From an optimization exercise on the open Yosys and OpenROAD flow, aimed at small area, a short achievable clock period and few clock cycles per item; shortcuts taken in it are not production practice.
In this exercise RTL edits were held to simulation tests only and were not proved equivalent to the original.
No activity file was given, so power comes from the tool's default toggle rates.

==> module bsec_dp, before the edit <==
module bsec_dp (
  input  logic                                 clk_i,
  input  logic                                 wr_en_i,
  input  logic                                 adv_i,
  input  logic [5:0]                           stumps_i,
  input  logic [bsec_pkg::IdxW-1:0]            entry_index_i,
  input  logic [2:0]                           stump_feature_i,
  input  logic signed [bsec_pkg::FeatW-1:0]    stump_threshold_i,
  input  logic                                 stump_direction_i,
  input  logic [1:0]                           stump_class_i,
  input  logic [bsec_pkg::AlphaW-1:0]          stump_alpha_i,
  input  logic signed [bsec_pkg::FeatW-1:0]    feature_a_i,
  input  logic signed [bsec_pkg::FeatW-1:0]    feature_b_i,
  input  logic signed [bsec_pkg::FeatW-1:0]    feature_c_i,
  input  logic signed [bsec_pkg::FeatW-1:0]    feature_d_i,
  input  logic signed [bsec_pkg::FeatW-1:0]    feature_e_i,
  output logic [1:0]                           predicted_class_o,
  output logic [bsec_pkg::ScoreW-1:0]          score_none_o,
  output logic [bsec_pkg::ScoreW-1:0]          score_ball_o,
  output logic [bsec_pkg::ScoreW-1:0]          score_box_o
);
  localparam int unsigned N  = bsec_pkg::MaxStumps;
  localparam int unsigned FW = bsec_pkg::FeatW;
  localparam int unsigned AW = bsec_pkg::AlphaW;
  localparam int unsigned SW = bsec_pkg::ScoreW;
  logic [3:0]    t_fsel  [N];    
  logic [FW-1:0] t_w     [N];    
  logic          t_dir   [N];
  logic [1:0]    t_cls   [N];    
  logic [AW-1:0] t_alpha [N];
  logic                 w_void;
  logic signed [FW-1:0] w_thr;
  assign w_void = (stump_feature_i > 3'd4) ||
                  (stump_direction_i && (stump_threshold_i == 16'sh7fff));
  assign w_thr  = stump_direction_i ? (stump_threshold_i + 16'sd1) : stump_threshold_i;
  always_ff @(posedge clk_i) begin
    for (int k = 0; k < N; k++) begin
      if (wr_en_i && (entry_index_i == k[bsec_pkg::IdxW-1:0])) begin
        t_fsel[k]  <= 4'b0001 << stump_feature_i;    
        t_w[k]     <= ~(w_thr ^ 16'h8000);
        t_dir[k]   <= stump_direction_i;
        t_cls[k]   <= w_void ? 2'd3 : stump_class_i;
        t_alpha[k] <= stump_alpha_i;
      end
    end
  end
  logic [FW-1:0] xu [5];
  assign xu[0] = feature_a_i ^ 16'h8000;
  assign xu[1] = feature_b_i ^ 16'h8000;
  assign xu[2] = feature_c_i ^ 16'h8000;
  assign xu[3] = feature_d_i ^ 16'h8000;
  assign xu[4] = feature_e_i ^ 16'h8000;
  function automatic logic ge_carry(input logic [FW-1:0] x, input logic [FW-1:0] w);
    logic [FW-1:0] g, p;
    g = x & w;
    p = x | w;
    for (int s = 1; s < FW; s = s * 2) begin
      for (int i = FW - 1; i >= 0; i--) begin
        if ((i % (2 * s)) == (2 * s - 1)) begin
          g[i] = g[i] | (p[i] & g[i - s]);
          p[i] = p[i] & p[i - s];
        end
      end
    end
    ge_carry = g[FW-1] | p[FW-1];
  endfunction
  logic [N-1:0] fire [3];
  logic [N-1:0] fire_q [3];
  always_comb begin
    for (int k = 0; k < N; k++) begin
      logic [FW-1:0] x;
      logic          hit;
      x = '0;
      for (int f = 0; f < 4; f++) begin
        x = x | (xu[f] & {FW{t_fsel[k][f]}});
      end
      x = x | (xu[4] & {FW{t_fsel[k] == 4'b0000}});
      hit = (stumps_i > k[5:0]) && (ge_carry(x, t_w[k]) == t_dir[k]);
      for (int c = 0; c < 3; c++) begin
        fire[c][k] = hit && (t_cls[k] == c[1:0]);
      end
    end
  end
  always_ff @(posedge clk_i) begin
    if (adv_i) begin
      for (int c = 0; c < 3; c++) begin
        fire_q[c] <= fire[c];
      end
    end
  end
  localparam int unsigned CUT = 5;
  logic [N*AW-1:0]   op_n  [3];
  logic [CUT*SW-1:0] row_n [3];
  logic [CUT*SW-1:0] row_q [3];
  for (genvar c = 0; c < 3; c++) begin : g_hi
    for (genvar k = 0; k < N; k++) begin : g_op
      assign op_n[c][k*AW +: AW] = ~(t_alpha[k] & {AW{fire_q[c][k]}});
    end
    bsec_csa_hi u_hi (.op_n(op_n[c]), .row_n(row_n[c]));
  end
  always_ff @(posedge clk_i) begin
    if (adv_i) begin
      for (int c = 0; c < 3; c++) begin
        row_q[c] <= row_n[c];
      end
    end
  end
  logic [SW-1:0] sum [3];
  logic [SW-1:0] sum_q [3];
  for (genvar c = 0; c < 3; c++) begin : g_lo
    bsec_csa_lo u_lo (.row_n(row_q[c]), .sum(sum[c]));
  end
  always_ff @(posedge clk_i) begin
    if (adv_i) begin
      for (int c = 0; c < 3; c++) begin
        sum_q[c] <= sum[c];
      end
    end
  end
  logic          gt10, gt20, gt21;
  logic [1:0]    best;
  assign gt10 = sum_q[1] > sum_q[0];
  assign gt20 = sum_q[2] > sum_q[0];
  assign gt21 = sum_q[2] > sum_q[1];
  assign best = (gt20 && gt21) ? 2'd2 : (gt10 ? 2'd1 : 2'd0);
  logic [SW-1:0] s0_q, s1_q, s2_q;
  logic [1:0]    cls_q;
  always_ff @(posedge clk_i) begin
    if (adv_i) begin
      s0_q  <= sum_q[0];
      s1_q  <= sum_q[1];
      s2_q  <= sum_q[2];
      cls_q <= best;
    end
  end
  assign predicted_class_o = cls_q;
  assign score_none_o      = s0_q;
  assign score_ball_o      = s1_q;
  assign score_box_o       = s2_q;
endmodule
clock: 8.0 ns
lec_check: 0
cap_margin: 20
cell_pad_in_sites_detail_placement: 1
cell_pad_in_sites_global_placement: 1
core_margin: 2
core_utilization: 45
cts_buf_list: sky130_fd_sc_hd__clkbuf_4 sky130_fd_sc_hd__clkbuf_8
place_density: 0.62
setup_slack_margin: 4.1
slew_margin: 20
synth_hierarchical: 1
run.sh (not shown) runs the stock make flow with config.mk's settings and CLKGATE_MAP_FILE= SYNTH_SCRIPT=/design/flow/synth_recipe.tcl, a recipe that flattens the netlist after the stock synthesis.
Testbench counts at the start, summed over its fixed seeds: cycles 2,201, items 1,920.
Edit:
--- a/flow/design.v
+++ b/flow/design.v
@@ -111,39 +111,32 @@
       end
     end
     ge_carry = g[FW-1] | p[FW-1];
   endfunction
-  logic [N-1:0] fire [3];
-  logic [N-1:0] fire_q [3];
+  logic [N-1:0] fire, fire_q;
   always_comb begin
     for (int k = 0; k < N; k++) begin
       logic [FW-1:0] x;
-      logic          hit;
       x = '0;
       for (int f = 0; f < 4; f++) begin
         x = x | (xu[f] & {FW{t_fsel[k][f]}});
       end
       x = x | (xu[4] & {FW{t_fsel[k] == 4'b0000}});
-      hit = (stumps_i > k[5:0]) && (ge_carry(x, t_w[k]) == t_dir[k]);
-      for (int c = 0; c < 3; c++) begin
-        fire[c][k] = hit && (t_cls[k] == c[1:0]);
-      end
+      fire[k] = (stumps_i > k[5:0]) && (ge_carry(x, t_w[k]) == t_dir[k]);
     end
   end
   always_ff @(posedge clk_i) begin
-    if (adv_i) begin
-      for (int c = 0; c < 3; c++) begin
-        fire_q[c] <= fire[c];
-      end
-    end
+    if (adv_i) fire_q <= fire;
   end
   localparam int unsigned CUT = 5;
   logic [N*AW-1:0]   op_n  [3];
   logic [CUT*SW-1:0] row_n [3];
   logic [CUT*SW-1:0] row_q [3];
   for (genvar c = 0; c < 3; c++) begin : g_hi
     for (genvar k = 0; k < N; k++) begin : g_op
-      assign op_n[c][k*AW +: AW] = ~(t_alpha[k] & {AW{fire_q[c][k]}});
+      logic vote;
+      assign vote = fire_q[k] && (t_cls[k] == c);
+      assign op_n[c][k*AW +: AW] = ~(t_alpha[k] & {AW{vote}});
     end
     bsec_csa_hi u_hi (.op_n(op_n[c]), .row_n(row_n[c]));
   end
   always_ff @(posedge clk_i) begin
The new run ran to the end with no violations.
Cell area is higher by 3.9%.
Wire length rises by 7.6%.
Power falls by 36%.
Clock power is lower by 4.5%.
Hold slack is about the same.
Final cell count came out higher by 0.88%.
Clock skew climbs by 15 ps.
Setup slack gets worse by 200 ps.
Sequential cell count went down by 64.
Clock-buffer cell count came out lower by 8.
Sequential power came out lower by about 10%.
Utilization came out higher by 3.2 points.
Sequential share of layout area fell by 2.9 points.
Testbench counts after the change, summed over its fixed seeds: cycles 2,201, items 1,920.

## what the ideal ports hide
The flow's constraints put no driver on any port. The routed layouts listed below were extracted and timed again, unchanged, in two steps. Step 1 sets driving cells, clkbuf_16 on the clock port and buf_2 on the other inputs (assumed; they add their load-dependent delay and slew). Step 2 adds t to the input delays and takes it off the output delays; t is the mean of the earliest and latest rising clock arrival at the registers after step 1. Input paths then give back, and output paths get back, about the clock's delay inside the block. Three values: ideal ports, drivers, drivers and shift; two values: the first two.
run	shift t [ns]	slack for setup (ns)	hold slack, ns	latest minus earliest clock arrival (ns)	worst slew at a driven data input, ns
the first run	1.196	4.026 / 4.026 / 2.910	0.445 / 0.445 / 0.445	0.087 / 0.087	0.20
the second run	1.229	3.828 / 3.828 / 2.889	0.445 / 0.445 / 0.445	0.099 / 0.099	0.29
After both steps every run listed still meets setup and hold. For the first run, which loses most, drivers alone change the setup slack by 0.000 ns; drivers and shift together by -1.116 ns.
